This design comes from an exercise in tuning for small area, a short achievable clock period and few clock cycles on the open sky130 flow, not from production work.
The RTL was checked by simulation tests, not by an equivalence proof against the original design.
Power is estimated from default activity; no workload was simulated.

== run D ==
==> flow/design.v <==
module multicycle_processor (
  input  logic               clk,
  input  logic               reset,
  input  logic [31:0]        MemRD,
  output logic [31:0]        MemAdr,
  output logic [31:0]        MemWD,
  output logic               MemWE,
  output logic               InstrDone,
  input  logic [3:0]         DBtheReg,
  output logic [31:0]        DBtheRegVal
);
  localparam logic [1:0] ALU_ADD = 2'd0;
  localparam logic [1:0] ALU_SUB = 2'd1;
  localparam logic [1:0] ALU_AND = 2'd2;
  localparam logic [1:0] ALU_ORR = 2'd3;
  function automatic logic cond_pass(input logic [3:0] c, input logic [3:0] f);
    logic n, z, cf, v, r;
    n = f[3]; z = f[2]; cf = f[1]; v = f[0];
    case (c)
      4'h0: r = z;
      4'h1: r = !z;
      4'h2: r = cf;
      4'h3: r = !cf;
      4'h4: r = n;
      4'h5: r = !n;
      4'h6: r = v;
      4'h7: r = !v;
      4'h8: r = cf && !z;
      4'h9: r = !cf || z;
      4'hA: r = n == v;
      4'hB: r = n != v;
      4'hC: r = !z && (n == v);
      4'hD: r = z || (n != v);
      4'hE: r = 1'b1;
      default: r = 1'b0;
    endcase
    cond_pass = r;
  endfunction
  logic [31:0] pc_reg;     
  logic [31:0] ir;
  logic        iv;         
  logic        ipred;      
  logic        mv;         
  logic        mload;
  logic [3:0]  mrd;
  logic [31:0] dadr;
  logic [3:0]  nzcv;
  logic [31:0] rf_q [0:14];
  logic        rf_we;
  logic [3:0]  rf_wa;
  logic [31:0] rf_wd, rf_wdm;
  assign rf_wdm = reset ? 32'd0 : rf_wd;
  generate
    for (genvar gi = 0; gi < 15; gi++) begin : gen_rf
      logic [31:0] r_reg;
      always_ff @(posedge clk) begin
        if (reset || (rf_we && rf_wa == 4'(gi)))
          r_reg <= rf_wdm;
      end
      assign rf_q[gi] = r_reg;
    end
  endgenerate
  logic [3:0] cond, cmd, rn, rd, rm;
  logic [1:0] op;
  logic       ibit, sbit, ubit, lbit, link;
  assign cond = ir[31:28];
  assign op   = ir[27:26];
  assign ibit = ir[25];
  assign cmd  = ir[24:21];
  assign link = ir[24];
  assign ubit = ir[23];
  assign sbit = ir[20];
  assign lbit = ir[20];
  assign rn   = ir[19:16];
  assign rd   = ir[15:12];
  assign rm   = ir[3:0];
  logic is_dp, is_ls, is_b;
  assign is_dp = (op == 2'b00);
  assign is_ls = (op == 2'b01);
  assign is_b  = (op == 2'b10);
  logic       dp_ok;
  logic [1:0] dp_ctl;
  always_comb begin
    dp_ok  = 1'b1;
    dp_ctl = ALU_ADD;
    case (cmd)
      4'b0100: dp_ctl = ALU_ADD;
      4'b0010: dp_ctl = ALU_SUB;
      4'b0000: dp_ctl = ALU_AND;
      4'b1100: dp_ctl = ALU_ORR;
      default: dp_ok  = 1'b0;
    endcase
  end
  logic e_act, cond_e, e_dp, e_ls, e_bfail, e_bl, e_redirect, e_ls15;
  assign e_act      = iv && !mv;
  assign cond_e     = cond_pass(cond, nzcv);
  assign e_dp       = e_act && cond_e && is_dp && dp_ok;
  assign e_ls       = e_act && cond_e && is_ls;
  assign e_bfail    = e_act && is_b && ipred && !cond_e;
  assign e_bl       = e_act && is_b && ipred && cond_e && link;
  assign e_redirect = (e_dp && rd == 4'd15) || e_bfail;
  assign e_ls15     = e_ls && rd == 4'd15;
  logic [31:0] pc_plus4, r15_e;
  assign pc_plus4 = pc_reg + 32'd4;
  assign r15_e    = is_b ? pc_reg : pc_plus4;
  logic [3:0]  ra2;
  logic [31:0] rd1, rd2;
  assign ra2 = mv ? mrd : rm;
  assign rd1 = (is_b || rn == 4'd15) ? r15_e : rf_q[rn];
  assign rd2 = (ra2 == 4'd15) ? pc_plus4 : rf_q[ra2];
  assign DBtheRegVal = (DBtheReg == 4'd15) ? pc_reg : rf_q[DBtheReg];
  logic [5:0]  rot;
  logic [31:0] imm8, rot_imm, imm12, br_back;
  assign rot     = {1'b0, ir[11:8], 1'b0};
  assign imm8    = {24'd0, ir[7:0]};
  assign rot_imm = (imm8 >> rot) | (imm8 << (6'd32 - rot));
  assign imm12   = {20'd0, ir[11:0]};
  assign br_back = {~{{6{ir[23]}}, ir[23:0]}, 2'b00};
  logic [31:0] alu_a, alu_b, alu_bx, alu_y;
  logic [1:0]  alu_ctl;
  logic [32:0] alu_sum;
  logic        alu_arith, alu_sub;
  logic [3:0]  alu_flags;
  always_comb begin
    alu_a = rd1;
    if (is_dp)      alu_b = ibit ? rot_imm : rd2;
    else if (is_ls) alu_b = imm12;
    else            alu_b = br_back;
    if (is_dp)      alu_ctl = dp_ctl;
    else if (is_ls) alu_ctl = ubit ? ALU_ADD : ALU_SUB;
    else            alu_ctl = ALU_ADD;
    alu_sub   = (alu_ctl == ALU_SUB);
    alu_arith = (alu_ctl == ALU_ADD) || alu_sub;
    alu_bx    = alu_sub ? ~alu_b : alu_b;
    alu_sum   = {1'b0, alu_a} + {1'b0, alu_bx} + {32'd0, alu_sub};
    case (alu_ctl)
      ALU_AND: alu_y = alu_a & alu_b;
      ALU_ORR: alu_y = alu_a | alu_b;
      default: alu_y = alu_sum[31:0];
    endcase
    alu_flags = {alu_y[31], (alu_y == 32'd0), alu_arith & alu_sum[32],
                 alu_arith & ~(alu_a[31] ^ alu_bx[31]) & (alu_a[31] ^ alu_sum[31])};
  end
  logic [3:0]  f_cond;
  logic        f_isb, f_flags_busy, f_take;
  logic [31:0] f_target;
  assign f_cond       = MemRD[31:28];
  assign f_isb        = (MemRD[27:26] == 2'b10);
  assign f_flags_busy = iv && is_dp && sbit;
  assign f_take       = f_isb &&
                        (f_flags_busy ? (f_cond != 4'hF) : cond_pass(f_cond, nzcv));
  assign f_target     = pc_reg + 32'd8 + {{6{MemRD[23]}}, MemRD[23:0], 2'b00};
  always_comb begin
    rf_we = 1'b0;
    rf_wa = rd;
    rf_wd = alu_y;
    if (mv) begin
      rf_we = mload && mrd != 4'd15;
      rf_wa = mrd;
      rf_wd = MemRD;
    end else if (e_dp) begin
      rf_we = (rd != 4'd15);
    end else if (e_bl) begin
      rf_we = 1'b1;
      rf_wa = 4'd14;
    end
  end
  always_ff @(posedge clk) begin
    dadr  <= alu_y;
    mrd   <= rd;
    mload <= lbit;
    if (reset) begin
      pc_reg <= 32'd0;
      iv     <= 1'b0;
      ipred  <= 1'b0;
      mv     <= 1'b0;
      nzcv   <= 4'd0;
    end else if (mv) begin
      mv <= 1'b0;
      if (mload && mrd == 4'd15) pc_reg <= MemRD;
    end else begin
      mv <= e_ls;
      if (e_dp && sbit) nzcv <= alu_flags;
      if (e_redirect) begin
        iv     <= 1'b0;
        pc_reg <= alu_y;
      end else if (e_ls15) begin
        iv     <= 1'b0;
      end else begin
        iv     <= 1'b1;
        ir     <= MemRD;
        ipred  <= f_take;
        pc_reg <= f_take ? f_target : pc_plus4;
      end
    end
  end
  assign MemAdr    = mv ? dadr : pc_reg;
  assign MemWD     = rd2;
  assign MemWE     = mv && !mload && !reset;
  assign InstrDone = !reset && (mv || (e_act && !e_ls));
endmodule
make LEC_CHECK=0 ABC_AREA=1 CAP_MARGIN=20 CORE_MARGIN=2 CORE_UTILIZATION=40 CTS_BUF_LIST=sky130_fd_sc_hd__clkbuf_16 CTS_CLUSTER_DIAMETER=80 CTS_CLUSTER_SIZE=25 SETUP_SLACK_MARGIN=4 SLEW_MARGIN=20 finish   # period 10.0 ns
run.sh (not shown) runs the stock make flow with config.mk's settings and CLKGATE_MAP_FILE= SYNTH_SCRIPT=/design/flow/synth_recipe.tcl, a recipe that flattens the netlist after the stock synthesis.
Testbench counts of run D, summed over its fixed seeds: cycles 19,026.
diff inputs: run D => run C
--- a/flow/design.v
+++ b/flow/design.v
@@ -105,13 +105,13 @@
   assign r15_e    = is_b ? pc_reg : pc_plus4;
   logic [3:0]  ra2;
   logic [31:0] rd1, rd2;
   assign ra2 = mv ? mrd : rm;
   assign rd1 = (is_b || rn == 4'd15) ? r15_e : rf_q[rn];
   assign rd2 = (ra2 == 4'd15) ? pc_plus4 : rf_q[ra2];
-  assign DBtheRegVal = (DBtheReg == 4'd15) ? pc_reg : rf_q[DBtheReg];
+  assign DBtheRegVal = rf_q[(DBtheReg == 4'd15) ? 4'd14 : DBtheReg];
   logic [5:0]  rot;
   logic [31:0] imm8, rot_imm, imm12, br_back;
   assign rot     = {1'b0, ir[11:8], 1'b0};
   assign imm8    = {24'd0, ir[7:0]};
   assign rot_imm = (imm8 >> rot) | (imm8 << (6'd32 - rot));
   assign imm12   = {20'd0, ir[11:0]};
@@ -146,13 +146,15 @@
   logic [31:0] f_target;
   assign f_cond       = MemRD[31:28];
   assign f_isb        = (MemRD[27:26] == 2'b10);
   assign f_flags_busy = iv && is_dp && sbit;
   assign f_take       = f_isb &&
                         (f_flags_busy ? (f_cond != 4'hF) : cond_pass(f_cond, nzcv));
-  assign f_target     = pc_reg + 32'd8 + {{6{MemRD[23]}}, MemRD[23:0], 2'b00};
+  logic [29:0] f_word;
+  assign f_word       = pc_plus4[31:2] + {{6{MemRD[23]}}, MemRD[23:0]} + 30'd1;
+  assign f_target     = {f_word, pc_reg[1:0]};
   always_comb begin
     rf_we = 1'b0;
     rf_wa = rd;
     rf_wd = alu_y;
     if (mv) begin
       rf_we = mload && mrd != 4'd15;
## What came out
- Sequential share of layout area for run C is higher than for run D.
- The clock network power in run D is 1.10 times that in run C.
- Total wire length ends up lower on run C.
- Cmp run C and run D / clock group share of total power / lower: run C
- From run D to run C the numbers moved as follows: via count -1421; number of cell rows -0.89%; worst setup slack +0.0047 ns; relative area of non-clock buffer cells in the final design -1.9 points; count of non-CTS buffers in the layout -about 20%.
- From run D to run C the numbers moved as follows: synthesized-area fraction occupied by ao, oa, aoi and oai cells decreased 1.6 points, initial cell density of the core increased 0.20 points, routed length on met1 decreased 6900 um, placed instance count decreased about 0.3%.
Testbench counts of run C, summed over its fixed seeds: cycles 19,026.

========
Setup of the previous run:
Another version of the RTL of multicycle_processor (not shown whole).
export LEC_CHECK = 0
export ABC_AREA = 1
export CAP_MARGIN = 20
export CORE_MARGIN = 2
export CORE_UTILIZATION = 40
export CTS_BUF_LIST = sky130_fd_sc_hd__clkbuf_16
export CTS_CLUSTER_DIAMETER = 80
export CTS_CLUSTER_SIZE = 25
export SETUP_SLACK_MARGIN = 4
export SLEW_MARGIN = 20
create_clock -name core_clock -period 10.0 [get_ports {clk}]
Testbench counts of the previous run, summed over its fixed seeds: cycles 19,026.
diff inputs: the previous run => the current run
--- a/flow/design.v
+++ b/flow/design.v
@@ -100,23 +100,23 @@
   assign e_bl       = e_act && is_b && ipred && cond_e && link;
   assign e_redirect = (e_dp && rd == 4'd15) || e_bfail;
   assign e_ls15     = e_ls && rd == 4'd15;
   logic [31:0] pc_plus4, r15_e;
   assign pc_plus4 = pc_reg + 32'd4;
   assign r15_e    = is_b ? pc_reg : pc_plus4;
   logic [3:0]  ra2;
   logic [31:0] rd1, rd2;
   assign ra2 = mv ? mrd : rm;
   assign rd1 = (is_b || rn == 4'd15) ? r15_e : rf_q[rn];
   assign rd2 = (ra2 == 4'd15) ? pc_plus4 : rf_q[ra2];
-  assign DBtheRegVal = (DBtheReg == 4'd15) ? pc_reg : rf_q[DBtheReg];
+  assign DBtheRegVal = rf_q[(DBtheReg == 4'd15) ? 4'd14 : DBtheReg];
   logic [5:0]  rot;
   logic [31:0] imm8, rot_imm, imm12, br_back;
   assign rot     = {1'b0, ir[11:8], 1'b0};
   assign imm8    = {24'd0, ir[7:0]};
   assign rot_imm = (imm8 >> rot) | (imm8 << (6'd32 - rot));
   assign imm12   = {20'd0, ir[11:0]};
   assign br_back = {~{{6{ir[23]}}, ir[23:0]}, 2'b00};
   logic [31:0] alu_a, alu_b, alu_bx, alu_y;
   logic [1:0]  alu_ctl;
   logic [32:0] alu_sum;
   logic        alu_arith, alu_sub;
@@ -141,25 +141,23 @@
     alu_flags = {alu_y[31], (alu_y == 32'd0), alu_arith & alu_sum[32],
                  alu_arith & ~(alu_a[31] ^ alu_bx[31]) & (alu_a[31] ^ alu_sum[31])};
   end
   logic [3:0]  f_cond;
   logic        f_isb, f_flags_busy, f_take;
   logic [31:0] f_target;
   assign f_cond       = MemRD[31:28];
   assign f_isb        = (MemRD[27:26] == 2'b10);
   assign f_flags_busy = iv && is_dp && sbit;
   assign f_take       = f_isb &&
                         (f_flags_busy ? (f_cond != 4'hF) : cond_pass(f_cond, nzcv));
-  logic [29:0] f_word;
-  assign f_word       = pc_plus4[31:2] + {{6{MemRD[23]}}, MemRD[23:0]} + 30'd1;
-  assign f_target     = {f_word, pc_reg[1:0]};
+  assign f_target     = pc_reg + 32'd8 + {{6{MemRD[23]}}, MemRD[23:0], 2'b00};
   always_comb begin
     rf_we = 1'b0;
     rf_wa = rd;
     rf_wd = alu_y;
     if (mv) begin
       rf_we = mload && mrd != 4'd15;
       rf_wa = mrd;
       rf_wd = MemRD;
     end else if (e_dp) begin
       rf_we = (rd != 4'd15);
     end else if (e_bl) begin
Notes after the runs:
[the current run vs the previous run] area of the core: higher in the current run
Start point of the critical path: mv -> the previous run, ir[17] -> the current run
Compared with the previous run, in the current run final standard cell count with taps included and fillers excluded went up 134; tightest hold margin went up 100 ps; clock power held; final instance area held.
Testbench counts of the current run, summed over its fixed seeds: cycles 19,026.

## what the ideal ports hide
How much do the figures lean on ideal ports? The routed layouts below were timed once more, with nothing changed but the port constraints.
Step 1: set_driving_cell puts a clkbuf_16 on clk and a buf_2 on each other input, an assumption about the parent block.
Step 2 times the ports against the registers' clock, not the clock port: input delays grow and output delays shrink by t, the midpoint of the rising clock arrivals with the driver on.
Three values: ideal ports, drivers, drivers and shift; two values: the first two.
| run | shift t [ns] | setup WS [ns] | hold slack, ns | worst setup path at the end |
|---|---|---|---|---|
| run D | 0.732 | 3.871 / 3.818 / 3.601 | 0.367 / 0.367 / 0.367 | input to register |
| run C | 0.718 | 3.876 / 3.862 / 3.686 | 0.435 / 0.435 / 0.435 | input to register |
| the previous run | 0.708 | 3.802 / 3.802 / 3.530 | 0.387 / 0.387 / 0.387 | input to register |
| the current run | 0.739 | 3.936 / 3.918 / 3.502 | 0.491 / 0.491 / 0.491 | input to register |
After both steps setup and hold are still met in every run listed. For the current run, which loses most, drivers alone change the setup slack by -0.018 ns; drivers and shift together by -0.434 ns.
